This is an optimization exercise on Yosys and OpenROAD, whose aim is small area and a short achievable clock period, not a production implementation. RTL that was checked went through simulation tests only; none was proved equivalent to the original. For runs 3 to 6, only the layout was checked, not whether the RTL still works. Power figures rest on the tool's default switching activity, not on a simulated workload.

## run.sh

```bash
#!/bin/bash
# synth_recipe.tcl (not shown) runs the flow's synth.tcl, then flattens the netlist and writes it again
# the make line also repeats each setting of config.mk as NAME=value (left out here)
make -C /OpenROAD-flow-scripts/flow DESIGN_CONFIG=/design/flow/config.mk WORK_HOME=/design/flow/orfs CLKGATE_MAP_FILE= SYNTH_SCRIPT=/design/flow/synth_recipe.tcl finish
```

## config.mk

```make
export PLATFORM = sky130hd
export DESIGN_NAME = tcpStream
export DESIGN_NICKNAME = tcpStream
export VERILOG_FILES = /design/flow/design.v
export SDC_FILE = /design/flow/constraint.sdc
export NUM_CORES = 4
export LEC_CHECK = 0
export ABC_CLOCK_PERIOD_IN_PS = 2200
export CAP_MARGIN = 20
export CORE_MARGIN = 2
export CORE_UTILIZATION = 40
export CTS_BUF_LIST = sky130_fd_sc_hd__clkbuf_8
export CTS_CLUSTER_SIZE = 30
export PLACE_DENSITY = 0.6
export SETUP_SLACK_MARGIN = 3.3
export SLEW_MARGIN = 20
```

## constraint.sdc

```tcl
create_clock -name core_clock -period 5.5 [get_ports {CLOCK}]
set_input_delay 1.1000 -clock core_clock [delete_from_list [all_inputs] [get_ports {CLOCK}]]
set_output_delay 1.1000 -clock core_clock [all_outputs]
set_load 0.01 [all_outputs]
```

## design.v

```verilog
`default_nettype none
package tcpStreamPkg;
	typedef logic [7:0]  byteT;
	typedef logic [31:0] ipAddrT;
	typedef logic [15:0] portT;
	typedef logic [31:0] seqNumT;
	typedef logic [15:0] lenT;
	typedef logic [5:0]  cntT;
	localparam byteT ETH_TYPE_IPV4_HI = 8'h08;
	localparam byteT ETH_TYPE_IPV4_LO = 8'h00;
	localparam byteT ETH_TYPE_VLAN_HI = 8'h81;
	localparam lenT        IP_TCP_MIN_HDR = 16'd40;	 
	localparam logic [3:0] MIN_HDR_WORDS  = 4'd5;	 
	localparam cntT MAC_BYTES      = 6'd12;	 
	localparam cntT VLAN_BYTES     = 6'd3;	 
	localparam cntT IP_FIXED_BYTES = 6'd20;
	localparam cntT TCP_PORT_BYTES = 6'd4;
	localparam cntT TCP_SEQ_BYTES  = 6'd4;
	localparam cntT TCP_ACK_BYTES  = 6'd4;
	localparam cntT TCP_REST_BYTES = 6'd6;	 
	localparam cntT IP_LEN_HI_POS = 6'd2;
	localparam cntT IP_LEN_LO_POS = 6'd3;
	localparam cntT IP_PROTO_POS  = 6'd9;
	localparam cntT IP_SRC_POS    = 6'd12;
	localparam cntT IP_DST_POS    = 6'd16;
	typedef enum logic [7:0] {
		protoTcp   = 8'd6,
		protoOther = 8'hff	 
	} ipProtoT;
	typedef enum logic [5:0] {
		stIdle,
		stMac,
		stEthTypeHi,
		stEthTypeLo,
		stVlan,
		stIpFixed,
		stIpOpt,
		stTcpPorts,
		stTcpSeq,
		stTcpAck,
		stTcpOffset,
		stTcpFlags,
		stTcpRest,
		stTcpOpt,
		stPayload
	} parseStateT;
endpackage
`default_nettype wire
`timescale 1ns/1ps
`default_nettype none
import tcpStreamPkg::*;
module frameParser (
	input  wire                  CLOCK,
	input  wire                  rst,
	input  wire                  newPkt,
	input  wire                  byteIn,		 
	input  wire tcpStreamPkg::byteT   data,
	input  wire                  isVlanHi,	 
	input  wire                  isIpv4Hi,
	input  wire                  isIpv4Lo,
	input  wire                  isTcp,
	input  wire tcpStreamPkg::ipAddrT srcIp,
	input  wire tcpStreamPkg::ipAddrT dstIp,
	input  wire tcpStreamPkg::portT   srcPort,
	input  wire tcpStreamPkg::portT   dstPort,
	output logic                 payValid,
	output logic                 payFirst,
	output logic                 segValid,
	output tcpStreamPkg::seqNumT segSeq,
	output logic                 segSyn,
	output tcpStreamPkg::lenT    segLen
);
	logic sMac, sEthHi, sEthLo, sVlan, sIpFixed, sIpOpt, sTcpPorts, sTcpSeq;
	logic sTcpAck, sTcpOffset, sTcpFlags, sTcpRest, sTcpOpt, sPayload;
	tcpStreamPkg::cntT    left;		 
	tcpStreamPkg::cntT    leftLoad;
	logic                 fieldLast;
	logic                 hdrDone;
	logic [3:0]           ihl;
	logic [3:0]           dataOff;
	logic                 ipTcp;
	tcpStreamPkg::seqNumT seqReg;
	logic                 synFlag;
	logic                 match;		 
	logic                 firstFlag;
	tcpStreamPkg::lenT    payLeft;
	logic [8:0]           payLenLo;	 
	logic [3:0]           hdrWords;
	logic                 hiBorrow;	 
	logic                 loZero;		 
	logic                 payLast;		 
	logic                 payNonZero;	 
	tcpStreamPkg::byteT   cmpByte;
	logic [3:0]           cmpIdx;		 
	tcpStreamPkg::byteT   cmpNext;
	logic                 cmpIn;
	logic ihlLow, ihlMin, ihlOpt, offMin, offOpt;
	assign ihlLow = ihl < MIN_HDR_WORDS;
	assign ihlMin = ihl == MIN_HDR_WORDS;
	assign ihlOpt = ihl > MIN_HDR_WORDS;
	assign offMin = dataOff == MIN_HDR_WORDS;
	assign offOpt = dataOff > MIN_HDR_WORDS;
	assign fieldLast = left == '0;
	assign hdrDone = byteIn && fieldLast && ((sTcpRest && offMin) || sTcpOpt);
	assign payValid = !rst && byteIn && sPayload;
	assign payFirst = firstFlag;
	assign segValid = !rst && hdrDone && match;
	assign segSeq   = seqReg;
	assign segSyn   = synFlag;
	assign segLen   = payLeft;	 
	assign hdrWords = sTcpOffset ? ihl : dataOff;
	assign payLenLo = {1'b0, payLeft[7:0]} - {3'b000, hdrWords, 2'b00};
	assign leftLoad =
		({6{sEthHi && isVlanHi}}              & (VLAN_BYTES - 1'b1)) |
		({6{sEthLo}}                          & (IP_FIXED_BYTES - 1'b1)) |
		({6{sIpFixed && ihlOpt}}              & {4'(ihl - 4'd6), 2'b11}) |
		({6{(sIpFixed && !ihlOpt) || sIpOpt || sTcpPorts || sTcpSeq}} & (TCP_SEQ_BYTES - 1'b1)) |
		({6{sTcpFlags}}                       & (TCP_REST_BYTES - 1'b1)) |
		({6{sTcpRest}}                        & {4'(dataOff - 4'd6), 2'b11});
	always_ff @(posedge CLOCK) begin
		if (rst) begin
			{sMac, sEthHi, sEthLo, sVlan, sIpFixed, sIpOpt, sTcpPorts, sTcpSeq} <= '0;
			{sTcpAck, sTcpOffset, sTcpFlags, sTcpRest, sTcpOpt, sPayload} <= '0;
			match     <= 1'b0;
			firstFlag <= 1'b0;
		end else if (newPkt) begin
			{sMac, sEthHi, sEthLo, sVlan, sIpFixed, sIpOpt, sTcpPorts, sTcpSeq} <= 8'b1000_0000;
			{sTcpAck, sTcpOffset, sTcpFlags, sTcpRest, sTcpOpt, sPayload} <= '0;
			match <= 1'b1;
		end else if (byteIn) begin
			sMac       <= sMac && !fieldLast;
			sEthHi     <= (sMac || sVlan) && fieldLast;
			sVlan      <= (sEthHi && isVlanHi) || (sVlan && !fieldLast);
			sEthLo     <= sEthHi && !isVlanHi && isIpv4Hi;
			sIpFixed   <= (sEthLo && isIpv4Lo) || (sIpFixed && !fieldLast);
			sIpOpt     <= (sIpFixed && fieldLast && ihlOpt) || (sIpOpt && !fieldLast);
			sTcpPorts  <= (((sIpFixed && ihlMin) || sIpOpt) && fieldLast && ipTcp) ||
				(sTcpPorts && !fieldLast);
			sTcpSeq    <= (sTcpPorts && fieldLast) || (sTcpSeq && !fieldLast);
			sTcpAck    <= (sTcpSeq && fieldLast) || (sTcpAck && !fieldLast);
			sTcpOffset <= sTcpAck && fieldLast;
			sTcpFlags  <= sTcpOffset;
			sTcpRest   <= sTcpFlags || (sTcpRest && !fieldLast);
			sTcpOpt    <= (sTcpRest && fieldLast && offOpt) || (sTcpOpt && !fieldLast);
			sPayload   <= (hdrDone && match && payNonZero) || (sPayload && !payLast);
			if (cmpIn && data != cmpByte)
				match <= 1'b0;
			if (hdrDone && match && payNonZero)
				firstFlag <= 1'b1;
			else if (sPayload)
				firstFlag <= 1'b0;
		end
	end
	always_ff @(posedge CLOCK) begin
		if (newPkt)
			left <= MAC_BYTES - 1'b1;
		else if (byteIn)
			left <= fieldLast ? leftLoad : left - 1'b1;
	end
	assign cmpIn = byteIn && ((sIpFixed && left <= IP_FIXED_BYTES - 1'b1 - IP_SRC_POS) || sTcpPorts);
	always_comb begin
		case (cmpIdx)
			4'd1:    cmpNext = srcIp[23:16];
			4'd2:    cmpNext = srcIp[15:8];
			4'd3:    cmpNext = srcIp[7:0];
			4'd4:    cmpNext = dstIp[31:24];
			4'd5:    cmpNext = dstIp[23:16];
			4'd6:    cmpNext = dstIp[15:8];
			4'd7:    cmpNext = dstIp[7:0];
			4'd8:    cmpNext = srcPort[15:8];
			4'd9:    cmpNext = srcPort[7:0];
			4'd10:   cmpNext = dstPort[15:8];
			default: cmpNext = dstPort[7:0];
		endcase
	end
	always_ff @(posedge CLOCK) begin
		if (newPkt) begin
			cmpByte <= srcIp[31:24];
			cmpIdx  <= 4'd1;
		end else if (cmpIn) begin
			cmpByte <= cmpNext;
			cmpIdx  <= cmpIdx + 1'b1;
		end
	end
	always_ff @(posedge CLOCK) begin
		if (byteIn) begin
			if (sIpFixed && left == IP_FIXED_BYTES - 1'b1)
				ihl <= data[3:0];
			if (sIpFixed && left == IP_FIXED_BYTES - 1'b1 - IP_PROTO_POS)
				ipTcp <= isTcp;
			if (sTcpSeq)
				seqReg <= {seqReg[23:0], data};	 
			if (sTcpOffset)
				dataOff <= data[7:4];
			if (sTcpFlags)
				synFlag <= data[1];
		end
	end
	always_ff @(posedge CLOCK) begin
		if (hiBorrow)
			payLeft[15:8] <= payLeft[15:8] - 1'b1;
		hiBorrow <= 1'b0;
		if (byteIn) begin
			if (sPayload) begin
				payLeft[7:0] <= payLeft[7:0] - 1'b1;
				if (loZero) payLeft[15:8] <= payLeft[15:8] - 1'b1;
			end else if (sIpFixed && left == IP_FIXED_BYTES - 1'b1 - IP_LEN_HI_POS)
				payLeft[15:8] <= data;
			else if (sIpFixed && left == IP_FIXED_BYTES - 1'b1 - IP_LEN_LO_POS)
				payLeft[7:0] <= data;
			else if (sTcpOffset || sTcpFlags) begin
				payLeft[7:0] <= payLenLo[7:0];
				hiBorrow     <= payLenLo[8];
			end
		end
		loZero     <= (byteIn && sPayload) ? payLeft[7:0] == 8'd1 : payLeft[7:0] == 8'd0;
		payLast    <= (byteIn && sPayload) ? payLeft == 16'd2 : payLeft == 16'd1;
		payNonZero <= payLeft != '0;
	end
endmodule
`default_nettype wire
`timescale 1ns/1ps
`default_nettype none
module payloadFifo #(
	parameter int fifoDepth = 64
) (
	input  wire                CLOCK,
	input  wire                rst,
	input  wire                payValid,
	input  wire tcpStreamPkg::byteT payData,
	input  wire                payFirst,
	input  wire                outReady,
	output logic               outValid,
	output tcpStreamPkg::byteT outData,
	output logic               outFirst,
	output logic               dropped
);
	localparam int tailDepth = 63;
	logic [8:0] tail [tailDepth];
	logic [8:0] head;
	logic [8:0] din;
	logic [8:0] snd;
	logic [7:0] sndHi;	 
	logic [7:0] sndLo;	 
	logic       empty;	 
	logic       one;	 
	logic       full;	 
	logic doWrite;
	logic doRead;
	logic inc;
	logic dec;
	assign din     = {payFirst, payData};
	assign doWrite = payValid && !full;
	assign doRead  = !empty && outReady;
	assign inc     = doWrite && !doRead;
	assign dec     = doRead && !doWrite;
	assign {outFirst, outData} = head;
	always_comb begin
		snd = '0;
		for (int i = 0; i < tailDepth; i++)
			snd = snd | (tail[i] & {9{sndHi[i / 8] && sndLo[i % 8]}});
	end
	always_ff @(posedge CLOCK) begin
		if (doWrite) begin
			tail[0] <= din;
			for (int i = 1; i < tailDepth; i++)
				tail[i] <= tail[i-1];
		end
	end
	logic headDin;
	logic headSnd;
	logic headHold;
	assign headDin  = doWrite && (empty || (doRead && one));
	assign headSnd  = doRead && !headDin;
	assign headHold = !doRead && !headDin;
	always_ff @(posedge CLOCK) begin
		head <= ({9{headDin}} & din) | ({9{headSnd}} & snd) | ({9{headHold}} & head);
	end
	always_ff @(posedge CLOCK) begin
		if (rst) begin
			sndHi    <= 8'b1000_0000;	 
			sndLo    <= 8'b0100_0000;
			outValid <= 1'b0;
			empty    <= 1'b1;
			one      <= 1'b0;
			full     <= 1'b0;
			dropped  <= 1'b0;
		end else begin
			outValid <= inc || (dec ? !one : !empty);
			if (inc) begin
				sndLo    <= {sndLo[6:0], sndLo[7]};
				if (sndLo[7]) sndHi <= {sndHi[6:0], sndHi[7]};
				empty    <= 1'b0;
				one      <= empty;
				full     <= sndHi[7] && sndLo[5];	 
			end
			if (dec) begin
				sndLo    <= {sndLo[0], sndLo[7:1]};
				if (sndLo[0]) sndHi <= {sndHi[0], sndHi[7:1]};
				empty    <= one;
				one      <= sndHi[0] && sndLo[0];	 
				full     <= 1'b0;
			end
			if (payValid && full)
				dropped <= 1'b1;
		end
	end
endmodule
`default_nettype wire
`timescale 1ns/1ps
`default_nettype none
import tcpStreamPkg::*;
module seqTracker (
	input  wire                 CLOCK,
	input  wire                 rst,
	input  wire                 segValid,
	input  wire tcpStreamPkg::seqNumT segSeq,
	input  wire                 segSyn,
	input  wire tcpStreamPkg::lenT    segLen,
	output logic                gapped
);
	tcpStreamPkg::seqNumT expSeq;		 
	logic   synSeen;
	logic   seqMiss;
	logic [2:0] pend;		 
	logic   carry;
	logic [15:0] addend;
	assign addend = segSyn ? 16'd1 : segLen;	 
	always_ff @(posedge CLOCK) begin
		seqMiss <= segSeq != expSeq;
		pend    <= {pend[1:0], segValid};
		if (segValid)
			{carry, expSeq[7:0]}   <= 9'(segSeq[7:0]) + 9'(addend[7:0]);
		if (pend[0])
			{carry, expSeq[15:8]}  <= 9'(segSeq[15:8]) + 9'(addend[15:8]) + 9'(carry);
		if (pend[1])
			{carry, expSeq[23:16]} <= 9'(segSeq[23:16]) + 9'(carry);
		if (pend[2])
			expSeq[31:24]          <= segSeq[31:24] + 8'(carry);
	end
	always_ff @(posedge CLOCK) begin
		if (rst) begin
			synSeen <= 1'b0;
			gapped  <= 1'b0;
		end else if (segValid) begin
			if (segSyn) begin
				synSeen <= 1'b1;
				gapped  <= 1'b0;
			end else begin
				gapped <= synSeen && seqMiss;
			end
		end
	end
endmodule
`default_nettype wire
`timescale 1ns/1ps
`default_nettype none
import tcpStreamPkg::*;
module tcpStream #(
	parameter int fifoDepth = 64
) (
	input  wire                  CLOCK,
	input  wire                  rst,
	input  wire                  newPkt,
	input  wire                  dataValid,
	input  wire tcpStreamPkg::byteT   data,
	input  wire tcpStreamPkg::ipAddrT srcIp,
	input  wire tcpStreamPkg::portT   srcPort,
	input  wire tcpStreamPkg::ipAddrT dstIp,
	input  wire tcpStreamPkg::portT   dstPort,
	input  wire                  outReady,
	output logic                 outValid,
	output tcpStreamPkg::byteT   outData,
	output logic                 outFirst,
	output logic                 dropped,
	output logic                 gapped
);
	logic               rstQ;
	logic               newPktQ;
	logic               byteInQ;	 
	tcpStreamPkg::byteT dataQ;
	logic               isVlanHiQ;
	logic               isIpv4HiQ;
	logic               isIpv4LoQ;
	logic               isTcpQ;
	always_ff @(posedge CLOCK) begin
		rstQ      <= rst;
		newPktQ   <= newPkt;
		byteInQ   <= dataValid && !newPkt;
		dataQ     <= data;
		isVlanHiQ <= data == ETH_TYPE_VLAN_HI;
		isIpv4HiQ <= data == ETH_TYPE_IPV4_HI;
		isIpv4LoQ <= data == ETH_TYPE_IPV4_LO;
		isTcpQ    <= data == 8'(protoTcp);
	end
	logic   payValid;
	logic   payFirst;
	logic   segValid;
	tcpStreamPkg::seqNumT segSeq;
	logic   segSyn;
	tcpStreamPkg::lenT    segLen;
	frameParser frameParser_i (
		.CLOCK(CLOCK), .rst(rstQ),
		.newPkt(newPktQ), .byteIn(byteInQ), .data(dataQ),
		.isVlanHi(isVlanHiQ), .isIpv4Hi(isIpv4HiQ), .isIpv4Lo(isIpv4LoQ), .isTcp(isTcpQ),
		.srcIp(srcIp), .dstIp(dstIp), .srcPort(srcPort), .dstPort(dstPort),
		.payValid(payValid), .payFirst(payFirst),
		.segValid(segValid), .segSeq(segSeq), .segSyn(segSyn), .segLen(segLen)
	);
	payloadFifo #(.fifoDepth(fifoDepth)) payloadFifo_i (
		.CLOCK(CLOCK), .rst(rst),
		.payValid(payValid), .payData(dataQ), .payFirst(payFirst),
		.outReady(outReady), .outValid(outValid), .outData(outData),
		.outFirst(outFirst), .dropped(dropped)
	);
	seqTracker seqTracker_i (
		.CLOCK(CLOCK), .rst(rst),
		.segValid(segValid), .segSeq(segSeq), .segSyn(segSyn), .segLen(segLen),
		.gapped(gapped)
	);
endmodule
`default_nettype wire
```

==> flow_summary.toml, run 1 <==
[worst_setup_path]
worstPathCellList = "buf_6"
crit_cells = 1
r2r_cells = 11
arrival_ps = 1220
r2r-end = "seqTracker_i.expSeq[14]"
endpoint_kind = "primary output"
critical_path.max_stage_delay_ps = 390
crit_family = "flip-flops"
slowest_stage = "dfxtp_4"
crit_path_start_kind = "flip-flop"
cp.required_ps = 4400
crit_type = "flip-flop to primary output"
crit_buf_inv = 1
path_max_fanout = 2
ff2ff_setup_slack_ps = 3230
r2r_start = "frameParser_i.synFlag"

[global_route]
antenna_found_initial = 3
grt-ovfl-total = 0
grt_pass1_vias = 19820
grt_max_degree = 77
grt_usage_pct = 19.87
grt_pass1_wl_mm = 119.4

[detailed_routing]
drt-total-wl_mm = 79.91
drc = 0
num_vias = 19830
drtIter0Drc = 2415
drtPass1Iterations = 6
post_drt_wl_per_cell_microns = 23.70
ant_nets = 0
vias_per_cell = 5.880

[final_layout]
layout_commonest_cell = "edfxtp_1"
drive_above_1_share_pct = 15.33
final_cell_mix = "edfxtp_1, a22oi_1, nand2_1, clkbuf_8, clkdlybuf4s50_1"
fin_nets = 2453
area_growth_pct = 18.79
stdcell_count = 3372
nFillCells = 6413
final_util_pct = 48.19

[logic_synthesis]
synth.area.top_cells = "edfxtp_1, dfxtp_1, a22oi_1, a22o_1, xnor2_1"
synth_warnings = 5
synth_flop_cell = "edfxtp_1"
synth_edf_count = 658
synth_top_area_share_pct = 65.20
synthesis.area_sq_um = 30300
synth_fp_nets = 2263
yosys.area.top_type = "edfxtp_1"
synthArstFlopShare_pct = 0
synth_cell_types = 71
synth_cells = 2112
synth_seq_area_share_pct = 71.08
ys_seq_elements = 747
avgSynthCellArea_sq_um = 14.35

[floorplanning]
io_pins = 121
die_w_microns = 279.2
fp.coreArea_sq_um = 74700
initial_core_util_pct = 40.57
die-height_microns = 279.2
fp-row-count = 100
die_area_sq_um = 77980

[clock_tree]
cts-buffers-inserted = 116
clk_pin_slew_ps = 70
cts_buffer_depth = 3
clk_latency_ps = 730
holdBufCountCts = 0
cts_root_buf = "clkbuf_8"
cts_tree = "yes"
numClockSinks = 747
h-tree-depth = 3

[placed_design]
io_buffers = 120
dp_hpwl_mm = 45.87
post-place-ws_ps = 1962
gp_congestion = 0.8267
dp_cells = 3094

[sta]
setup_ws_ps = 3179
worst_slew_pin_slew_ps = 774.0
slew_violations = 0
fin_hold_ws_ps = 401.3
finalSetupViolCount = 0
finClkSkew_ps = 32.66
timing.final.crit_share_pct = 42.20
post-route-min-period_ps = 2321
grt_setup_unrepaired = "true"
slew_headroom_pct = 48.33
max_freq_mhz = 430.9
hold_viol_final = 0

[min_path]
holdCritPathClass = "flip-flop to flip-flop"
holdPathEnd = "frameParser_i.ipTcp"
min_path_cells = 0
min_from = "isTcpQ"

[power]
p_switching_mw = 2.368
p_comb_share_pct = 2.1
cellPowerDensity_nw_per_um2 = 305.5
p_sw_share_pct = 21.53
pwr-share-seq_pct = 56.0
pwr-share-clk_pct = 41.9
power_mw = 11.00
leakage_nw = 11.73
ir_drop_mv = 0.1887
power.internal_mw = 8.631

[outcome]
status = "finished clean"

[run]
drv_cap = 0
metal layers:
layer	share of wire, %	track usage, %	up-vias
li1	-	-	8735
met1	43	27.76	9955
met2	47	31.78	1004
met3	8.4	3.682	135
met4	2.3	5.583	0
met5	0	0	-
state kept, by name (all words and copies together), names as in the netlist, 8 cells and up, named ones only:
register / count
payloadFifo_i.head: 9
dataQ: 8
payloadFifo_i.tail: 567
payloadFifo_i.sndLo: 8
seqTracker_i.expSeq: 32
frameParser_i.seqReg: 32
frameParser_i.cmpByte: 8
frameParser_i.payLeft: 16
payloadFifo_i.sndHi: 8
cell families after synthesis:
| kind of cell | count (synthesis) | synth area share, % |
|---|---|---|
| XOR/XNOR | 89 | 2.572 |
| adder cells (fa/ha/maj) | 42 | 1.833 |
| AO/OA/AOI/OAI | 541 | 13.16 |
| multiplexers | 24 | 0.8258 |
| AND/OR/NAND/NOR | 492 | 8.093 |
| buffers and inverters | 177 | 2.436 |
| flip-flops | 747 | 71.08 |
stage by stage:
step | setup TNS [ps] | area, sq um
global route | 0 | 36000
detailed placement | 0 | 32410
floorplan | -2399270 | 30370
finish | 0 | 36000
CTS | 0 | 35510
global placement | 0 | 32410
cell usage after synthesis, types with 10 or more instances:
master    count
clkbuf_1     64
a222oi_1     30
a21oi_1      96
ha_1         38
nor2_1       95
edfxtp_1    658
nand4_1      41
a311oi_1     12
nor3_1       24
o21ai_0      34
buf_1        31
a221oi_1     16
buf_2        35
o22ai_1      12
a31oi_1      10
inv_1        40
a22oi_1     178
a22o_1       89
xor2_1       20
mux2i_1      16
and3_1       14
a211oi_1     12
dfxtp_1      89
nand3_1     100
nor2b_1      29
nand2_1     130
xnor2_1      69
power by group through the flow:
stage | Clock [mW] | Combinational [mW] | Sequential, mW
floorplan | 0 | 0.0704 | 6.25
global placement | 0 | 0.205 | 6.28
detailed placement | 0 | 0.209 | 6.28
CTS | 4.72 | 0.227 | 6.16
global route | 4.96 | 0.245 | 6.16
finish | 4.61 | 0.228 | 6.16
worst max path at each step:
stage / start / end / slack [ps]
floorplan: frameParser_i.sPayload / payloadFifo_i.sndHi[7] / -4850
global placement: outReady / payloadFifo_i.sndLo[7] / 2040
detailed placement: outReady / payloadFifo_i.sndLo[7] / 1960
CTS: payloadFifo_i.head[5] / outData[5] / 3110
global route: payloadFifo_i.head[7] / outData[7] / 3120
finish: payloadFifo_i.head[5] / outData[5] / 3180
timing repair:
action                     4_1_cts  5_1_grt
buffers inserted                23       27
setup endpoints to repair      661      223
cloned                           7        2
resized for setup              187       66
pin swaps                       16       31
cell type report:
cell class	count	area, sq um	area share [%]
antenna	2	5.005	0.01390
clock buffer	121	1665	4.626
clock inverter	96	606.8	1.686
inverter	42	178.9	0.4970
multi-input combinational	1188	8378	23.27
sequential	747	21640	60.12
tap	969	1212	3.368
timing repair buffer	207	2308	6.413
==> inputs of run 2 (changes only) <==
==> flow/run.sh (new file) <==
#!/bin/bash
# The standard layout, with plain buffers on the ports in place of the
# delay buffers that buffer_ports picks by default. Every port still gets
# its own buffer.
set -euo pipefail
export BUFFER_PORTS_ARGS="-buffer_cell sky130_fd_sc_hd__buf_1"
bash standard.sh > standard.log 2>&1
==> standard.sh (new file) <==
#!/bin/bash
# synth_recipe.tcl (not shown) runs the flow's synth.tcl, then flattens the netlist and writes it again
# the make line also repeats each setting of config.mk as NAME=value (left out here)
make -C /OpenROAD-flow-scripts/flow DESIGN_CONFIG=/design/flow/config.mk WORK_HOME=/design/flow/orfs CLKGATE_MAP_FILE= SYNTH_SCRIPT=/design/flow/synth_recipe.tcl "${@:-finish}"
--- a/config.mk
+++ b/config.mk
@@ -11,4 +11,2 @@
 export CORE_UTILIZATION = 40
-export CTS_BUF_LIST = sky130_fd_sc_hd__clkbuf_8
-export CTS_CLUSTER_SIZE = 30
 export PLACE_DENSITY = 0.6
removed: run.sh
==> flow_summary.toml, run 2 <==
[detailed_routing]
drtIter0Drc = 2436
drc = 0
vias_per_cell = 5.987
wl_met2_mm = 36.84
ant_nets = 0
wl_met3_mm = 7.203
wl_met1_mm = 33.66
drtPass1Iterations = 6
post_drt_wl_per_cell_microns = 24.27
num_vias = 19710
drt-total-wl_mm = 79.89
routed.top_layer = "met5"

[sta]
finalSetupViolCount = 0
slew_headroom_pct = 45.59
post-route-min-period_ps = 2222
max_freq_mhz = 450.0
slew_violations = 0
finClkSkew_ps = 35.27
timing.final.crit_share_pct = 40.41
tns_ps = 0
hold_viol_final = 0
grt_setup_unrepaired = "true"
worst_slew_pin_slew_ps = 815.0

[floorplanning]
initial_core_util_pct = 40.57
die_area_sq_um = 77980
die-height_microns = 279.2
io_pins = 121
fp-row-count = 100
fp.coreArea_sq_um = 74700
die_w_microns = 279.2

[final_layout]
fin_nets = 2410
area_growth_pct = 16.88
reg_top3 = "payloadFifo_i.tail x567, frameParser_i.seqReg x32, seqTracker_i.expSeq x32"
fin_area_sq_um = 35420
top_register = "payloadFifo_i.tail"
largest_reg_flops = 567
stdcell_count = 3292
final_cell_mix = "edfxtp_1, a22oi_1, nand2_1, buf_1, nand3_1"
drive_above_1_share_pct = 13.93
final_util_pct = 47.42
layout_commonest_cell = "edfxtp_1"
nFillCells = 6398

[global_route]
grt_pass1_vias = 19320
antenna_found_initial = 5
grt_pass1_wl_mm = 116.7
grt_max_degree = 160
grt_usage_pct = 19.47
grt-ovfl-total = 0

[worst_setup_path]
crit_end = "outData[4]"
r2r_start = "frameParser_i.synFlag"
ff2ff_setup_slack_ps = 3280
endpoint_kind = "primary output"
r2r-end = "seqTracker_i.expSeq[14]"
worstPathCellList = "buf_6"
startpoint = "payloadFifo_i.head[4]"
slowest_stage = "dfxtp_4"
crit_buf_inv = 1
crit_cells = 1
arrival_ps = 1120
path_max_fanout = 2
crit_type = "flip-flop to primary output"
crit_family = "flip-flops"
critical_path.max_stage_delay_ps = 390
cp.required_ps = 4400
r2r_cells = 11
crit_path_start_kind = "flip-flop"

[placed_design]
gp_congestion = 0.8901
dp_cells = 3090
place_area_sq_um = 31640
io_buffers = 120
dp_hpwl_mm = 45.43

[logic_synthesis]
synth_fp_nets = 2263
synth_warnings = 5
synthArstFlopShare_pct = 0
synth_flop_cell = "edfxtp_1"
synth_seq_area_share_pct = 71.08
yosys.area.top_type = "edfxtp_1"
synth.area.top_cells = "edfxtp_1, dfxtp_1, a22oi_1, a22o_1, xnor2_1"
synth_cell_types = 71
synth_top_area_share_pct = 65.20
synth_cells = 2112
synth_most_common_cell = "edfxtp_1"
synthesis.area_sq_um = 30300
synth_edf_count = 658
synth.top_cells.by_count = "edfxtp_1, a22oi_1, nand2_1"
avgSynthCellArea_sq_um = 14.35
ys_seq_elements = 747

[clock_tree]
numClockSinks = 747
h-tree-depth = 3
cts_buffer_depth = 3
clk_latency_ps = 630
holdBufCountCts = 0
cts-buffers-inserted = 76
cts_tree = "yes"
cts_root_buf = "clkbuf_16"
clk_pin_slew_ps = 60

[run]
drv_cap = 0

[outcome]
status = "finished clean"

[min_path]
holdCritPathClass = "flip-flop to flip-flop"
min_path_cells = 0

[power]
cellPowerDensity_nw_per_um2 = 321.8
ir_drop_mv = 0.2259
power_mw = 11.40
leakage_nw = 11.26
[run 2: area by class of cell]
| cell class | count | area (sq um) | share of cell area (%) |
|---|---|---|---|
| antenna | 4 | 10.01 | 0.02826 |
| clock buffer | 106 | 2097 | 5.920 |
| clock inverter | 32 | 322.8 | 0.9114 |
| inverter | 42 | 175.2 | 0.4945 |
| multi-input combinational | 1188 | 8367 | 23.62 |
| sequential | 747 | 21640 | 61.10 |
| tap | 969 | 1212 | 3.423 |
| timing repair buffer | 204 | 1594 | 4.500 |
[run 2: cell families after synthesis]
kind of cell | Yosys count | synth area share [%]
adder cells (fa/ha/maj) | 42 | 1.833
AND/OR/NAND/NOR | 492 | 8.093
XOR/XNOR | 89 | 2.572
buffers and inverters | 177 | 2.436
flip-flops | 747 | 71.08
multiplexers | 24 | 0.8258
AO/OA/AOI/OAI | 541 | 13.16
[run 2: worst min-delay path by stage]
stage / start / endpoint / slack [ps]
finish: isTcpQ / frameParser_i.ipTcp / 400
global route: isTcpQ / frameParser_i.ipTcp / 410
CTS: isTcpQ / frameParser_i.ipTcp / 400
detailed placement: isTcpQ / frameParser_i.ipTcp / 390
global placement: isTcpQ / frameParser_i.ipTcp / 390
floorplan: isTcpQ / frameParser_i.ipTcp / 390
[run 2: repair_timing]
item / CTS / global route
buffers inserted: 29 / 21
endpoints found under the setup margin: 676 / 626
pin swaps: 9 / 21
gates cloned: 3 / 7
resized for setup: 130 / 68
[run 2: layer usage]
layer	up-vias	GRT usage, %
met3	153	4.577
met5	-	0
met4	2	6.079
li1	8639	-
met2	995	30.57
met1	9919	26.83
[run 2: where the power goes]
group	total, mW	internal (mW)	leakage (nW)	switching (mW)
logic	0.184	0.0945	3.71	0.0890
clock network	5.06	2.88	1.18	2.19
registers	6.15	6.10	6.36	0.0466
[run 2: per-stage QoR]
stage | worst slack [ps] | hold slack, ps
finish | 3278 | 401.6
global route | 3122 | 414.4
CTS | 3182 | 401.8
detailed placement | 2303 | 388.7
global placement | 2405 | 393.4
floorplan | -4847 | 385.5
==> inputs of run 3 (changes only) <==
--- a/design.v
+++ b/design.v
@@ -65,3 +65,3 @@
 	input  wire tcpStreamPkg::portT   dstPort,
-	output logic                 payValid,
+	output logic                 payNext,	 
 	output logic                 payFirst,
@@ -104,3 +104,2 @@
 	assign hdrDone = byteIn && fieldLast && ((sTcpRest && offMin) || sTcpOpt);
-	assign payValid = !rst && byteIn && sPayload;
 	assign payFirst = firstFlag;
@@ -119,2 +118,4 @@
 		({6{sTcpRest}}                        & {4'(dataOff - 4'd6), 2'b11});
+	assign payNext = !rst && !newPkt &&
+		(byteIn ? (hdrDone && match && payNonZero) || (sPayload && !payLast) : sPayload);
 	always_ff @(posedge CLOCK) begin
@@ -144,3 +145,3 @@
 			sTcpOpt    <= (sTcpRest && fieldLast && offOpt) || (sTcpOpt && !fieldLast);
-			sPayload   <= (hdrDone && match && payNonZero) || (sPayload && !payLast);
+			sPayload   <= payNext;
 			if (cmpIn && data != cmpByte)
@@ -228,3 +229,3 @@
 	input  wire                rst,
-	input  wire                payValid,
+	input  wire                payValidNext,	 
 	input  wire tcpStreamPkg::byteT payData,
@@ -247,3 +248,5 @@
 	logic       full;	 
-	logic doWrite;
+	logic payValid;
+	logic doWrite;		 
+	logic fullNext;
 	logic doRead;
@@ -252,3 +255,2 @@
 	assign din     = {payFirst, payData};
-	assign doWrite = payValid && !full;
 	assign doRead  = !empty && outReady;
@@ -278,2 +280,10 @@
 	end
+	assign fullNext = rst ? 1'b0 :
+		inc ? sndHi[7] && sndLo[5] :	 
+		dec ? 1'b0 : full;
+	always_ff @(posedge CLOCK) begin
+		payValid <= payValidNext;
+		doWrite  <= payValidNext && !fullNext;
+		full     <= fullNext;
+	end
 	always_ff @(posedge CLOCK) begin
@@ -285,3 +295,2 @@
 			one      <= 1'b0;
-			full     <= 1'b0;
 			dropped  <= 1'b0;
@@ -294,3 +303,2 @@
 				one      <= empty;
-				full     <= sndHi[7] && sndLo[5];	 
 			end
@@ -301,3 +309,2 @@
 				one      <= sndHi[0] && sndLo[0];	 
-				full     <= 1'b0;
 			end
@@ -324,3 +331,5 @@
 	logic   seqMiss;
-	logic [2:0] pend;		 
+	logic [3:0] pend;		 
+	logic   carry0;		 
+	logic   carry1;		 
 	logic   carry;
@@ -330,10 +339,14 @@
 		seqMiss <= segSeq != expSeq;
-		pend    <= {pend[1:0], segValid};
-		if (segValid)
-			{carry, expSeq[7:0]}   <= 9'(segSeq[7:0]) + 9'(addend[7:0]);
-		if (pend[0])
-			{carry, expSeq[15:8]}  <= 9'(segSeq[15:8]) + 9'(addend[15:8]) + 9'(carry);
-		if (pend[1])
-			{carry, expSeq[23:16]} <= 9'(segSeq[23:16]) + 9'(carry);
+		pend    <= {pend[2:0], segValid};
+		if (pend[0]) begin	 
+			{carry0, expSeq[7:0]}  <= 9'(segSeq[7:0]) + 9'(addend[7:0]);
+			{carry1, expSeq[15:8]} <= 9'(segSeq[15:8]) + 9'(addend[15:8]);
+		end
+		if (pend[1]) begin
+			expSeq[15:8] <= expSeq[15:8] + 8'(carry0);
+			carry        <= carry1 || (carry0 && expSeq[15:8] == 8'hff);
+		end
 		if (pend[2])
+			{carry, expSeq[23:16]} <= 9'(segSeq[23:16]) + 9'(carry);
+		if (pend[3])
 			expSeq[31:24]          <= segSeq[31:24] + 8'(carry);
@@ -395,4 +408,6 @@
 	end
-	logic   payValid;
+	logic   payNext;
+	logic   payValidNext;	 
 	logic   payFirst;
+	assign payValidNext = !rst && dataValid && !newPkt && payNext;
 	logic   segValid;
@@ -406,3 +421,3 @@
 		.srcIp(srcIp), .dstIp(dstIp), .srcPort(srcPort), .dstPort(dstPort),
-		.payValid(payValid), .payFirst(payFirst),
+		.payNext(payNext), .payFirst(payFirst),
 		.segValid(segValid), .segSeq(segSeq), .segSyn(segSyn), .segLen(segLen)
@@ -411,3 +426,3 @@
 		.CLOCK(CLOCK), .rst(rst),
-		.payValid(payValid), .payData(dataQ), .payFirst(payFirst),
+		.payValidNext(payValidNext), .payData(dataQ), .payFirst(payFirst),
 		.outReady(outReady), .outValid(outValid), .outData(outData),
==> flow_summary.toml, run 3 <==
[outcome]
status = "finished clean"

[floorplanning]
die-height_microns = 280.2
die_w_microns = 280.2
io_pins = 121
fp.coreArea_sq_um = 75700
fp-row-count = 101
die_area_sq_um = 78530
initial_core_util_pct = 40.32

[detailed_routing]
ant_nets = 0
drt-total-wl_mm = 83.41
drtIter0Drc = 2567
vias_per_cell = 6.031
drc = 0
num_vias = 20180
drtPass1Iterations = 8
post_drt_wl_per_cell_microns = 24.93

[final_layout]
top_register = "payloadFifo_i.tail"
nFillCells = 6513
diodes = 0
final_cell_mix = "edfxtp_1, a22oi_1, nand2_1, nor2_1, buf_1"
reg_top3 = "payloadFifo_i.tail x567, frameParser_i.seqReg x32, seqTracker_i.expSeq x32"
multi_input_area_sq_um = 8459
final_util_pct = 47.11
stdcell_count = 3346
layout_commonest_cell = "edfxtp_1"
seq_area_sq_um = 21750
drive_above_1_share_pct = 14.06
fin_area_sq_um = 35660
area_growth_pct = 16.84
largest_reg_flops = 567
fin_nets = 2458

[clock_tree]
holdBufCountCts = 0
cts-buffers-inserted = 77
cts_buffer_depth = 3
clk_pin_slew_ps = 60
numClockSinks = 752
cts_tree = "yes"
cts_root_buf = "clkbuf_16"
h-tree-depth = 3
clk_latency_ps = 640

[sta]
max_freq_mhz = 416.9
post-route-min-period_ps = 2399
timing.final.crit_share_pct = 43.61
tns_ps = 0
hold_viol_final = 0
grt_setup_unrepaired = "true"
finalSetupViolCount = 0
setup_ws_ps = 3101
slew_headroom_pct = 23.44
fin_hold_ws_ps = 402.5
worst_slew_pin_slew_ps = 1148
slew_violations = 0
finClkSkew_ps = 33.78

[placed_design]
io_buffers = 120
place_area_sq_um = 31910
gp_congestion = 0.8947
dp_hpwl_mm = 48.30
post-place-ws_ps = 2453
dp_cells = 3135

[min_path]
holdCritPathClass = "flip-flop to flip-flop"

[power]
ir_drop_mv = 0.2326
p_comb_share_pct = 1.7
pwr-share-seq_pct = 54.2
pwr-share-clk_pct = 44.1
power.internal_mw = 9.073
p_switching_mw = 2.374
leakage_nw = 11.40
cellPowerDensity_nw_per_um2 = 321.0
p_sw_share_pct = 20.74
power_mw = 11.45

[worst_setup_path]
ff2ff_setup_slack_ps = 3100
startpoint = "frameParser_i.cmpIdx[0]"
endpoint_kind = "flip-flop"
crit_end = "frameParser_i.cmpByte[0]"
crit_path_start_kind = "flip-flop"
crit_type = "flip-flop to flip-flop"
r2r-end = "frameParser_i.cmpByte[0]"
r2r_start = "frameParser_i.cmpIdx[0]"
r2r_cells = 7
arrival_ps = 2720
cp.required_ps = 5820
path_max_fanout = 12

[logic_synthesis]
synth_top_area_share_pct = 64.93
synth_flop_cell = "edfxtp_1"
synth_seq_area_share_pct = 70.97
synth_warnings = 5
synth.area.top_cells = "edfxtp_1, dfxtp_1, a22oi_1, xnor2_1, a22o_1"
synth_most_common_cell = "edfxtp_1"
synth_edf_count = 660
synth_fp_nets = 2298
synth_cell_types = 68
ys_seq_elements = 752
synth_cells = 2145
synth.top_cells.by_count = "edfxtp_1, a22oi_1, nand2_1"
avgSynthCellArea_sq_um = 14.23
yosys.area.top_type = "edfxtp_1"
synthesis.area_sq_um = 30520
synthArstFlopShare_pct = 0

[global_route]
antenna_found_initial = 2
grt_pass1_wl_mm = 122.1
grt_pass1_vias = 19780
grt-ovfl-total = 0
grt_usage_pct = 20.53
grt_max_degree = 190

[run]
drv_cap = 0
==> run 3: cell types whose count changed after synthesis, moves of 9 or more <==
| cell | change |
|---|---|
| a21oi_1 | +11 |
| a22o_1 | -20 |
| a31oi_1 | +9 |
| buf_1 | -12 |
| clkbuf_1 | +15 |
| nand3_1 | -34 |
| nand4_1 | -12 |
| nor2_1 | +18 |
| o21ai_0 | +10 |
| o22ai_1 | +11 |
==> run 3: logic make-up (layout without fill, tap and decap cells) <==
kind of cell | count (synthesis) | after routing | share of synthesized area, %
AOI/OAI and AO/OA | 594 | 594 | 14.13
xor gates and xnor gates | 93 | 93 | 2.669
adders and majority gates | 44 | 44 | 1.878
buffers and inverters | 181 | 404 | 2.472
DFF | 752 | 752 | 70.97
muxes | 18 | 18 | 0.6026
and+or+nand+nor | 463 | 463 | 7.281
==> run 3: cell type report <==
cell class	instances	share of cell area (%)
tap	978	3.431
timing repair buffer	214	4.417
inverter	48	0.5789
multi-input combinational	1212	23.72
sequential	752	61.00
clock inverter	38	0.7894
clock buffer	104	6.059
==> run 3: how the worst min path moves through the flow <==
stage,startpoint,to,slack [ps],cells past startpoint
after global routing,isTcpQ,frameParser_i.ipTcp,440,0
after CTS,isTcpQ,frameParser_i.ipTcp,410,0
after detailed placement,isTcpQ,frameParser_i.ipTcp,390,0
final,isTcpQ,frameParser_i.ipTcp,400,0
after floorplan,seqTracker_i.pend[1],seqTracker_i.pend[2],330,0
after global placement,isTcpQ,frameParser_i.ipTcp,390,0
==> run 3: what timing repair did <==
item	4_1_cts	5_1_grt
pin swaps	23	23
setup endpoints to repair	306	52
gates cloned	0	3
buffers inserted	40	26
gates resized for setup	131	66
==> run 3: power by group through the flow <==
stage / logic [mW] / clock network (mW) / registers, mW
after floorplan: 0.0692 / 0 / 6.29
after global placement: 0.148 / 0 / 6.33
after detailed placement: 0.150 / 0 / 6.32
after CTS: 0.195 / 5.14 / 6.20
after global routing: 0.214 / 5.38 / 6.20
final: 0.200 / 5.05 / 6.20
==> run 3: per-layer routing <==
metal / wire length (microns) / up-vias / global-route usage [%] / share of wire, %
li1: - / 8804 / - / -
met2: 38090 / 1109 / 31.89 / 46
met1: 34430 / 10100 / 28.31 / 41
met4: 2761 / 2 / 8.035 / 3.3
met3: 8108 / 164 / 4.230 / 9.7
met5: 13 / - / 0 / 0.016
==> run 3: critical path: stages, from the launching register on <==
cell and delay, ps:
dfxtp_4 390, inv_2 70, ha_4 180, buf_4 190, a221oi_1 470, a211oi_1 140
a2111oi_1 560, a21oi_1 90
==> inputs of run 4 (changes only) <==
--- a/config.mk
+++ b/config.mk
@@ -14 +14,2 @@
 export SLEW_MARGIN = 20
+export TNS_END_PERCENT = 20
==> flow_summary.toml, run 4 <==
[outcome]
status = "finished clean"

[sta]
post-route-min-period_ps = 2363
slew_violations = 0
hold_viol_final = 0
slew_headroom_pct = 46.82
worst_slew_pin_slew_ps = 797.7
tns_ps = 0
finalSetupViolCount = 0
grt_setup_unrepaired = "true"
max_freq_mhz = 423.2
timing.final.crit_share_pct = 42.97
fin_hold_ws_ps = 389.9
finClkSkew_ps = 31.98

[logic_synthesis]
synth_top_area_share_pct = 64.93
synth_warnings = 5
synth_cells = 2145
synth_edf_count = 660
synth_seq_area_share_pct = 70.97
synth_cell_types = 68
synthArstFlopShare_pct = 0
yosys.area.top_type = "edfxtp_1"
ys_seq_elements = 752
synth_fp_nets = 2298
synthesis.area_sq_um = 30520
avgSynthCellArea_sq_um = 14.23
synth.top_cells.by_count = "edfxtp_1, a22oi_1, nand2_1"
synth.area.top_cells = "edfxtp_1, dfxtp_1, a22oi_1, xnor2_1, a22o_1"
synth_flop_cell = "edfxtp_1"
synth_most_common_cell = "edfxtp_1"

[global_route]
grt_pass1_wl_mm = 123.4
grt_pass1_vias = 19940
grt-ovfl-total = 0
grt_usage_pct = 20.78
antenna_found_initial = 1
grt_max_degree = 151

[detailed_routing]
post_drt_wl_per_cell_microns = 25.19
drtPass1Iterations = 6
drtIter0Drc = 2675
ant_nets = 0
num_vias = 20400
drt-total-wl_mm = 84.30
drc = 0
vias_per_cell = 6.095

[final_layout]
diodes = 0
fin_area_sq_um = 35630
final_cell_mix = "edfxtp_1, a22oi_1, nand2_1, buf_1, nor2_1"
reg_top3 = "payloadFifo_i.tail x567, frameParser_i.seqReg x32, seqTracker_i.expSeq x32"
fin_nets = 2458
area_growth_pct = 16.72
top_register = "payloadFifo_i.tail"
drive_above_1_share_pct = 13.38
largest_reg_flops = 567
layout_commonest_cell = "edfxtp_1"

[worst_setup_path]
crit_path_start_kind = "flip-flop"
r2r-end = "seqTracker_i.expSeq[12]"
r2r_start = "frameParser_i.synFlag"
arrival_ps = 1260
crit_family = "flip-flops"
ff2ff_setup_slack_ps = 3170
worstPathCellList = "buf_1"
cp.required_ps = 4400
crit_type = "flip-flop to primary output"
slowest_stage = "dfxtp_1"
crit_cells = 1
crit_buf_inv = 1
path_max_fanout = 2
crit_end = "outData[1]"
critical_path.max_stage_delay_ps = 440
startpoint = "payloadFifo_i.head[1]"
r2r_cells = 12
endpoint_kind = "primary output"

[floorplanning]
io_pins = 121
die-height_microns = 280.2
fp.coreArea_sq_um = 75700
die_area_sq_um = 78530
fp-row-count = 101
initial_core_util_pct = 40.32
die_w_microns = 280.2

[clock_tree]
clk_pin_slew_ps = 60
cts_tree = "yes"
clk_latency_ps = 650
cts_buffer_depth = 3
cts-buffers-inserted = 80
numClockSinks = 752
h-tree-depth = 3
holdBufCountCts = 0
cts_root_buf = "clkbuf_16"

[run]
drv_cap = 0

[placed_design]
dp_hpwl_mm = 51.16
gp_congestion = 0.9499
io_buffers = 120
place_area_sq_um = 31950

[power]
leakage_nw = 11.37
cellPowerDensity_nw_per_um2 = 324.7
ir_drop_mv = 0.2126

[min_path]
holdCritPathClass = "flip-flop to flip-flop"
[run 4: final cells by class]
cell class | instances | area, sq um
Clock buffer | 109 | 2181
Clock inverter | 37 | 331.6
Fill cell | 6546 | 40070
Inverter | 48 | 203.9
Multi-Input combinational cell | 1212 | 8451
Sequential cell | 752 | 21750
Tap cell | 978 | 1224
Timing Repair Buffer | 211 | 1486
[run 4: where the power goes]
part           total (mW)  internal (mW)  leakage [nW]  switching (mW)
sequential           6.21           6.15          6.70          0.0578
clock                5.18           2.91          1.22            2.28
combinational       0.178         0.0859          3.45          0.0923
total                11.6           9.14          11.4            2.43
[run 4: through the flow]
| stage | utilization (%) | power [mW] | setup slack (ps) | instances |
|---|---|---|---|---|
| floorplan | - | 6.363 | -330.6 | 2145 |
| global placement | 42.21 | 6.474 | 2493 | 3142 |
| detailed placement | 42.21 | 6.473 | 2511 | 3142 |
| CTS | 46.29 | 11.64 | 3031 | 3318 |
| global route | 47.06 | 11.88 | 2994 | 3347 |
| finish | 47.06 | 11.57 | 3137 | 3347 |
[run 4: worst min path at each step]
stage                         start                   end  cells past startpoint  slack (ps)
6_report                     isTcpQ   frameParser_i.ipTcp                      0         390
5_1_grt                      isTcpQ   frameParser_i.ipTcp                      0         410
4_1_cts                      isTcpQ   frameParser_i.ipTcp                      0         390
3_5_place_dp                 isTcpQ   frameParser_i.ipTcp                      0         400
3_3_place_gp                 isTcpQ   frameParser_i.ipTcp                      0         390
2_1_floorplan  seqTracker_i.pend[1]  seqTracker_i.pend[2]                      0         330
[run 4: routing by layer]
layer	vias to the layer above	routed length (microns)	part of all wire, %	global-route usage, %
li1	8794	-	-	-
met1	10210	35480	42	28.82
met2	1214	37610	45	31.35
met3	185	8261	9.8	5.154
met4	0	2949	3.5	8.296
met5	-	0	0	0
[run 4: logic make-up (layout without fill, tap and decap cells)]
family          count (synthesis)  count (layout)  synth area share [%]
simple gates                  463             463                 7.281
flops                         752             752                 70.97
buf+inv                       181             405                 2.472
xor+xnor                       93              93                 2.669
fa+ha+maj                      44              44                 1.878
mux                            18              18                0.6026
compound gates                594             594                 14.13
[run 4: repair_timing]
item	in CTS	in global routing
endpoints found under the setup margin	212	133
endpoints found under the hold margin	0	0
pin swaps	28	22
gates cloned	2	0
buffers inserted	28	29
gates resized for setup	75	106
==> inputs of run 5 (changes only) <==
--- a/config.mk
+++ b/config.mk
@@ -11,2 +11,5 @@
 export CORE_UTILIZATION = 40
+export CTS_BUF_LIST = sky130_fd_sc_hd__clkbuf_16
+export CTS_CLUSTER_DIAMETER = 120
+export CTS_CLUSTER_SIZE = 24
 export PLACE_DENSITY = 0.6
@@ -14,2 +17 @@
 export SLEW_MARGIN = 20
-export TNS_END_PERCENT = 20
==> flow_summary.toml, run 5 <==
[floorplanning]
io_pins = 121
die_area_sq_um = 78530
die-height_microns = 280.2
die_w_microns = 280.2
initial_core_util_pct = 40.32
fp.coreArea_sq_um = 75700
fp-row-count = 101

[logic_synthesis]
synth_flop_cell = "edfxtp_1"
synth_most_common_cell = "edfxtp_1"
synth_top_area_share_pct = 64.93
synth.top_cells.by_count = "edfxtp_1, a22oi_1, nand2_1"
synthArstFlopShare_pct = 0
synth.area.top_cells = "edfxtp_1, dfxtp_1, a22oi_1, xnor2_1, a22o_1"
synth_fp_nets = 2298
synth_cell_types = 68
synth_seq_area_share_pct = 70.97
synthesis.area_sq_um = 30520
avgSynthCellArea_sq_um = 14.23
synth_warnings = 5
synth_edf_count = 660
ys_seq_elements = 752
yosys.area.top_type = "edfxtp_1"
synth_cells = 2145

[clock_tree]
numClockSinks = 752
cts_tree = "yes"
cts-buffers-inserted = 37
clk_pin_slew_ps = 100
cts_buffer_depth = 3
holdBufCountCts = 0
h-tree-depth = 2
clk_latency_ps = 590
cts_root_buf = "clkbuf_16"

[final_layout]
layout_commonest_cell = "edfxtp_1"
stdcell_count = 3268
nFillCells = 6661
top_register = "payloadFifo_i.tail"
drive_above_1_share_pct = 11.31
diodes = 0
area_growth_pct = 12.12
final_cell_mix = "edfxtp_1, a22oi_1, nand2_1, nor2_1, buf_1"
fin_nets = 2414
final_util_pct = 45.21
largest_reg_flops = 567
seq_area_sq_um = 21750
multi_input_area_sq_um = 8449
reg_top3 = "payloadFifo_i.tail x567, frameParser_i.seqReg x32, seqTracker_i.expSeq x32"

[sta]
worst_slew_pin_slew_ps = 1174
grt_setup_unrepaired = "true"
timing.final.crit_share_pct = 40.59
hold_viol_final = 0
slew_headroom_pct = 21.76
max_freq_mhz = 447.9
slew_violations = 0
finalSetupViolCount = 0
finClkSkew_ps = 21.54
post-route-min-period_ps = 2233

[global_route]
antenna_found_initial = 2
grt_max_degree = 190
grt-ovfl-total = 0
grt_usage_pct = 20.12
grt_pass1_wl_mm = 120.0
grt_pass1_vias = 19080

[min_path]
min_path_cells = 0
holdCritPathClass = "flip-flop to flip-flop"

[placed_design]
gp_congestion = 0.8947
dp_cells = 3135
dp_hpwl_mm = 48.30
io_buffers = 120

[detailed_routing]
drtPass1Iterations = 6
vias_per_cell = 6.011
drc = 0
drtIter0Drc = 2398
drt-total-wl_mm = 81.12
ant_nets = 0
post_drt_wl_per_cell_microns = 24.82
num_vias = 19640

[worst_setup_path]
crit_cells = 1
crit_type = "flip-flop to primary output"
critical_path.max_stage_delay_ps = 420
endpoint_kind = "primary output"
arrival_ps = 1130
slowest_stage = "dfxtp_4"
path_max_fanout = 2
cp.required_ps = 4400
worstPathCellList = "buf_6"
r2r_cells = 9
crit_family = "flip-flops"
crit_path_start_kind = "flip-flop"
crit_buf_inv = 1

[outcome]
status = "finished clean"

[power]
power_mw = 9.479
leakage_nw = 10.79
cellPowerDensity_nw_per_um2 = 277.0
ir_drop_mv = 0.2131

[run]
drv_cap = 0
run 5: changes by cell type in the layout (fill, tap and decap cells not counted), sizes merged:
cell and change:
buf +2, bufbuf -2, bufinv -2, clkbuf -71
clkinv -27, clkinvlp -3, inv +24
run 5: power by group:
group | switching [mW] | internal (mW) | total [mW]
logic | 0.0997 | 0.0993 | 0.199
registers | 0.0561 | 6.14 | 6.19
clock network | 1.78 | 1.31 | 3.08
run 5: per-stage QoR:
step / hold slack (ps) / cell area [sq um] / setup WS (ps) / TNS, ps
floorplan: 329.0 / 30650 / -330.6 / -7113
global placement: 392.3 / 31910 / 2531 / 0
detailed placement: 392.1 / 31910 / 2453 / 0
CTS: 416.3 / 33660 / 3212 / 0
global route: 448.6 / 34220 / 3203 / 0
finish: 412.6 / 34220 / 3267 / 0
run 5: cell type report:
type                    count  area share (%)
inverters                  48          0.6215
multi-input cells        1212           24.69
repair buffers            210           4.322
clock inverters            29          0.3693
clock buffers              39           2.852
flip-flops and latches    752           63.57
well taps                 978           3.576
run 5: final timing paths:
kind	startpoint	endpoint	slack, ps
worst max-delay path	payloadFifo_i.head[8]	outFirst	3270
worst min-delay path	isTcpQ	frameParser_i.ipTcp	410
worst max register to register	frameParser_i.cmpIdx[1]	frameParser_i.cmpByte[0]	3330
worst min register to register	isTcpQ	frameParser_i.ipTcp	410
run 5: repair_timing:
action,CTS,global route
resized for setup,121,71
setup endpoints to repair,231,46
pin swaps,15,33
cloned,0,0
buffers inserted,27,38
run 5: metal layers:
metal	wire length, microns	vias up	global-route usage [%]
met1	33790	9814	28.38
met5	13	-	0
met2	37400	1031	32.04
li1	-	8662	-
met4	2270	2	5.444
met3	7644	135	3.631
run 5: cells by family after synthesis:
family / after synthesis / share of synthesized area [%]
simple gates: 463 / 7.281
buf+inv: 181 / 2.472
fa+ha+maj: 44 / 1.878
xor+xnor: 93 / 2.669
compound gates: 594 / 14.13
mux: 18 / 0.6026
flops: 752 / 70.97
==> inputs of run 6 (changes only) <==
--- a/design.v
+++ b/design.v
@@ -93,4 +93,3 @@
 	tcpStreamPkg::byteT   cmpByte;
-	logic [3:0]           cmpIdx;		 
-	tcpStreamPkg::byteT   cmpNext;
+	logic [11:0]          cmpSel;		 
 	logic                 cmpIn;
@@ -161,25 +160,12 @@
 	assign cmpIn = byteIn && ((sIpFixed && left <= IP_FIXED_BYTES - 1'b1 - IP_SRC_POS) || sTcpPorts);
+	logic [95:0] sessBytes;
+	assign sessBytes = {srcIp, dstIp, srcPort, dstPort};
 	always_comb begin
-		case (cmpIdx)
-			4'd1:    cmpNext = srcIp[23:16];
-			4'd2:    cmpNext = srcIp[15:8];
-			4'd3:    cmpNext = srcIp[7:0];
-			4'd4:    cmpNext = dstIp[31:24];
-			4'd5:    cmpNext = dstIp[23:16];
-			4'd6:    cmpNext = dstIp[15:8];
-			4'd7:    cmpNext = dstIp[7:0];
-			4'd8:    cmpNext = srcPort[15:8];
-			4'd9:    cmpNext = srcPort[7:0];
-			4'd10:   cmpNext = dstPort[15:8];
-			default: cmpNext = dstPort[7:0];
-		endcase
-	end
-	always_ff @(posedge CLOCK) begin
-		if (newPkt) begin
-			cmpByte <= srcIp[31:24];
-			cmpIdx  <= 4'd1;
-		end else if (cmpIn) begin
-			cmpByte <= cmpNext;
-			cmpIdx  <= cmpIdx + 1'b1;
-		end
+		for (int i = 0; i < 8; i++)
+			cmpSel[i] = sIpFixed && left[2:0] == 3'(7 - i);
+		for (int i = 8; i < 12; i++)
+			cmpSel[i] = sTcpPorts && left[1:0] == 2'(11 - i);
+		cmpByte = '0;
+		for (int i = 0; i < 12; i++)
+			cmpByte = cmpByte | (sessBytes[95 - 8 * i -: 8] & {8{cmpSel[i]}});
 	end
@@ -335,4 +321,6 @@
 	logic   carry;
-	logic [15:0] addend;
-	assign addend = segSyn ? 16'd1 : segLen;	 
+	logic [8:0] sumLo;
+	logic [8:0] sumHi;
+	assign sumLo = segSyn ? 9'(segSeq[7:0]) + 9'd1 : 9'(segSeq[7:0]) + 9'(segLen[7:0]);
+	assign sumHi = segSyn ? {1'b0, segSeq[15:8]}   : 9'(segSeq[15:8]) + 9'(segLen[15:8]);
 	always_ff @(posedge CLOCK) begin
@@ -341,4 +329,4 @@
 		if (pend[0]) begin	 
-			{carry0, expSeq[7:0]}  <= 9'(segSeq[7:0]) + 9'(addend[7:0]);
-			{carry1, expSeq[15:8]} <= 9'(segSeq[15:8]) + 9'(addend[15:8]);
+			{carry0, expSeq[7:0]}  <= sumLo;
+			{carry1, expSeq[15:8]} <= sumHi;
 		end
==> flow_summary.toml, run 6 <==
[logic_synthesis]
synthArstFlopShare_pct = 0
synth_seq_area_share_pct = 71.02
synth_edf_count = 652
synth_most_common_cell = "edfxtp_1"
synth.area.top_cells = "edfxtp_1, dfxtp_1, a22oi_1, a21oi_1, nand3_1"
synth.top_cells.by_count = "edfxtp_1, a22oi_1, nand2_1"
synth_cells = 2132
synth_cell_types = 70
synth_fp_nets = 2282
synth_top_area_share_pct = 65.16
synth_flop_cell = "edfxtp_1"
synth_warnings = 5
yosys.area.top_type = "edfxtp_1"
avgSynthCellArea_sq_um = 14.09
synthesis.area_sq_um = 30050
ys_seq_elements = 740

[global_route]
antenna_found_initial = 0
grt_max_degree = 191
grt_usage_pct = 21.30
grt_pass1_vias = 19910
grt_pass1_wl_mm = 125.3
grt-ovfl-total = 0

[clock_tree]
h-tree-depth = 2
cts_buffer_depth = 3
clk_latency_ps = 620
cts_root_buf = "clkbuf_16"
cts-buffers-inserted = 37
cts_tree = "yes"
clk_pin_slew_ps = 100
holdBufCountCts = 0
numClockSinks = 740

[floorplanning]
io_pins = 121
die_area_sq_um = 77330
initial_core_util_pct = 40.36
die_w_microns = 278.1
fp-row-count = 100
die-height_microns = 278.1
fp.coreArea_sq_um = 74450

[final_layout]
fin_nets = 2426
top_register = "payloadFifo_i.tail"
largest_reg_flops = 567
diodes = 0
nFillCells = 6484
multi_input_area_sq_um = 8483
fin_area_sq_um = 34200
layout_commonest_cell = "edfxtp_1"
area_growth_pct = 13.82
reg_top3 = "payloadFifo_i.tail x567, frameParser_i.seqReg x32, seqTracker_i.expSeq x32"
final_cell_mix = "edfxtp_1, a22oi_1, nand2_1, buf_1, a21oi_1"
seq_area_sq_um = 21450
drive_above_1_share_pct = 13.97

[placed_design]
gp_congestion = 0.9104
post-place-ws_ps = 2104
place_area_sq_um = 31550
io_buffers = 120
dp_hpwl_mm = 51.35

[sta]
fin_hold_ws_ps = 412.0
setup_ws_ps = 3196
max_freq_mhz = 434.1
slew_violations = 0
post-route-min-period_ps = 2304
tns_ps = 0
grt_setup_unrepaired = "true"
finalSetupViolCount = 0
hold_viol_final = 0
timing.final.crit_share_pct = 41.89
worst_slew_pin_slew_ps = 1116
slew_headroom_pct = 25.62
finClkSkew_ps = 38.66

[min_path]
min_path_cells = 0
holdCritPathClass = "flip-flop to flip-flop"

[detailed_routing]
drt-total-wl_mm = 85.09
num_vias = 20240
post_drt_wl_per_cell_microns = 25.99
vias_per_cell = 6.181
drtIter0Drc = 2836
drtPass1Iterations = 6
drc = 0
ant_nets = 0

[worst_setup_path]
crit_cells = 10
crit_buf_inv = 2
cp.required_ps = 6040
crit_path_start_kind = "flip-flop"
crit_family = "compound AO/OA/AOI/OAI gates"
endpoint_kind = "flip-flop"
ff2ff_setup_slack_ps = 3200
slowest_stage = "or4_1"
path_max_fanout = 13
worstPathCellList = "buf_4, ha_4, buf_12, a221oi_2, a21oi_1, o21ai_2, mux2i_1, or4_1, a21oi_2, a41o_1"
r2r_cells = 10
arrival_ps = 2850
critical_path.max_stage_delay_ps = 540
crit_type = "flip-flop to flip-flop"

[outcome]
status = "finished clean"

[power]
cellPowerDensity_nw_per_um2 = 274.4
pwr-share-clk_pct = 32.7
pwr-share-seq_pct = 64.9
p_comb_share_pct = 2.4
p_switching_mw = 1.967
power.internal_mw = 7.418
leakage_nw = 10.83
ir_drop_mv = 0.1760
p_sw_share_pct = 20.96

[run]
drv_cap = 0
==> run 6: cell types whose count changed after synthesis, sizes merged, moves of 17 or more <==
| cell | before | now |
|---|---|---|
| a22oi | 173 | 146 |
| a32oi | 5 | 24 |
| buf | 54 | 29 |
| clkbuf | 79 | 113 |
| nand3 | 66 | 107 |
| nor2 | 113 | 96 |
==> run 6: per-layer routing <==
| metal | GRT usage [%] | wire [microns] |
|---|---|---|
| met1 | 29.63 | 34930 |
| met2 | 33.99 | 39200 |
| met3 | 4.122 | 8468 |
| met4 | 6.251 | 2498 |
| met5 | 0 | 0 |
==> run 6: timing repair <==
| item | in CTS | in global routing |
|---|---|---|
| hold endpoints to repair | 0 | 0 |
| endpoints found under the setup margin | 92 | 169 |
| buffers inserted | 65 | 29 |
| gates resized for setup | 134 | 81 |
| pin swaps | 27 | 35 |
==> run 6: final cells by class <==
type	count	share of cell area, %
Sequential cell	740	62.71
Timing Repair Buffer	247	5.107
Clock inverter	31	0.5195
Inverter	44	0.6109
Tap cell	969	3.545
Clock buffer	37	2.707
Multi-Input combinational cell	1206	24.80
==> run 6: power by group through the flow <==
stage	clock (mW)	sequential, mW	combinational [mW]
floorplan	0	6.19	0.0874
finish	3.07	6.09	0.225
detailed placement	0	6.21	0.165
global placement	0	6.21	0.160
global route	3.32	6.09	0.239
CTS	3.14	6.09	0.216
==> run 6: cell families (layout without fill, tap and decap cells) <==
family / Yosys count / count (layout) / synth area share, %
flip-flops: 740 / 740 / 71.02
AO/OA/AOI/OAI: 595 / 595 / 14.27
AND/OR/NAND/NOR: 480 / 480 / 7.845
buffers and inverters: 186 / 359 / 2.378
XOR/XNOR: 79 / 79 / 2.303
adder cells (fa/ha/maj): 41 / 41 / 1.782
multiplexers: 11 / 11 / 0.3997
==> run 6: worst paths after layout <==
path                         start             endpoint
max reg2reg  frameParser_i.left[0]  frameParser_i.match
min reg2reg                 isTcpQ  frameParser_i.ipTcp
min                         isTcpQ  frameParser_i.ipTcp
max          frameParser_i.left[0]  frameParser_i.match
==> run 6: stage by stage <==
step	std cells	util, %	total power [mW]
after floorplan	2132	-	6.277
after global placement	3112	42.38	6.371
final	3274	45.94	9.384
after detailed placement	3112	42.38	6.377
after global routing	3274	45.94	9.648
after CTS	3245	45.16	9.446

==> what the ideal ports hide <==
In the flow no input, the clock included, has a driving cell. The finished layouts below were timed again as built, in two steps.
Step 1, drivers: a clkbuf_16 drives CLOCK and a buf_2 each remaining input, both assumed.
Step 2 also shifts input and output timing later by t, the mid clock arrival at the registers, as if the neighbouring blocks saw the same clock.
Slacks: ideal / step 1 / step 2; pairs: ideal / step 1.
| run | t, ns | setup WS [ns] | worst setup path after step 2 | clock arrival spread, ns |
|---|---|---|---|---|
| run 1 | 0.782 | 3.179 / 3.113 / 2.607 | input to register | 0.046 / 0.045 |
| run 2 | 0.679 | 3.278 / 3.211 / 2.734 | input to register | 0.044 / 0.044 |
| run 3 | 0.684 | 3.101 / 3.101 / 2.579 | input to register | 0.037 / 0.037 |
| run 4 | 0.696 | 3.137 / 3.076 / 2.691 | input to register | 0.038 / 0.039 |
| run 5 | 0.644 | 3.267 / 3.205 / 2.737 | input to register | 0.031 / 0.032 |
| run 6 | 0.655 | 3.196 / 3.196 / 2.645 | input to register | 0.059 / 0.058 |
After both steps every run listed still meets setup and hold. The setup slack of run 1, which loses most, moves by -0.066 ns with the drivers and by -0.572 ns with both steps.
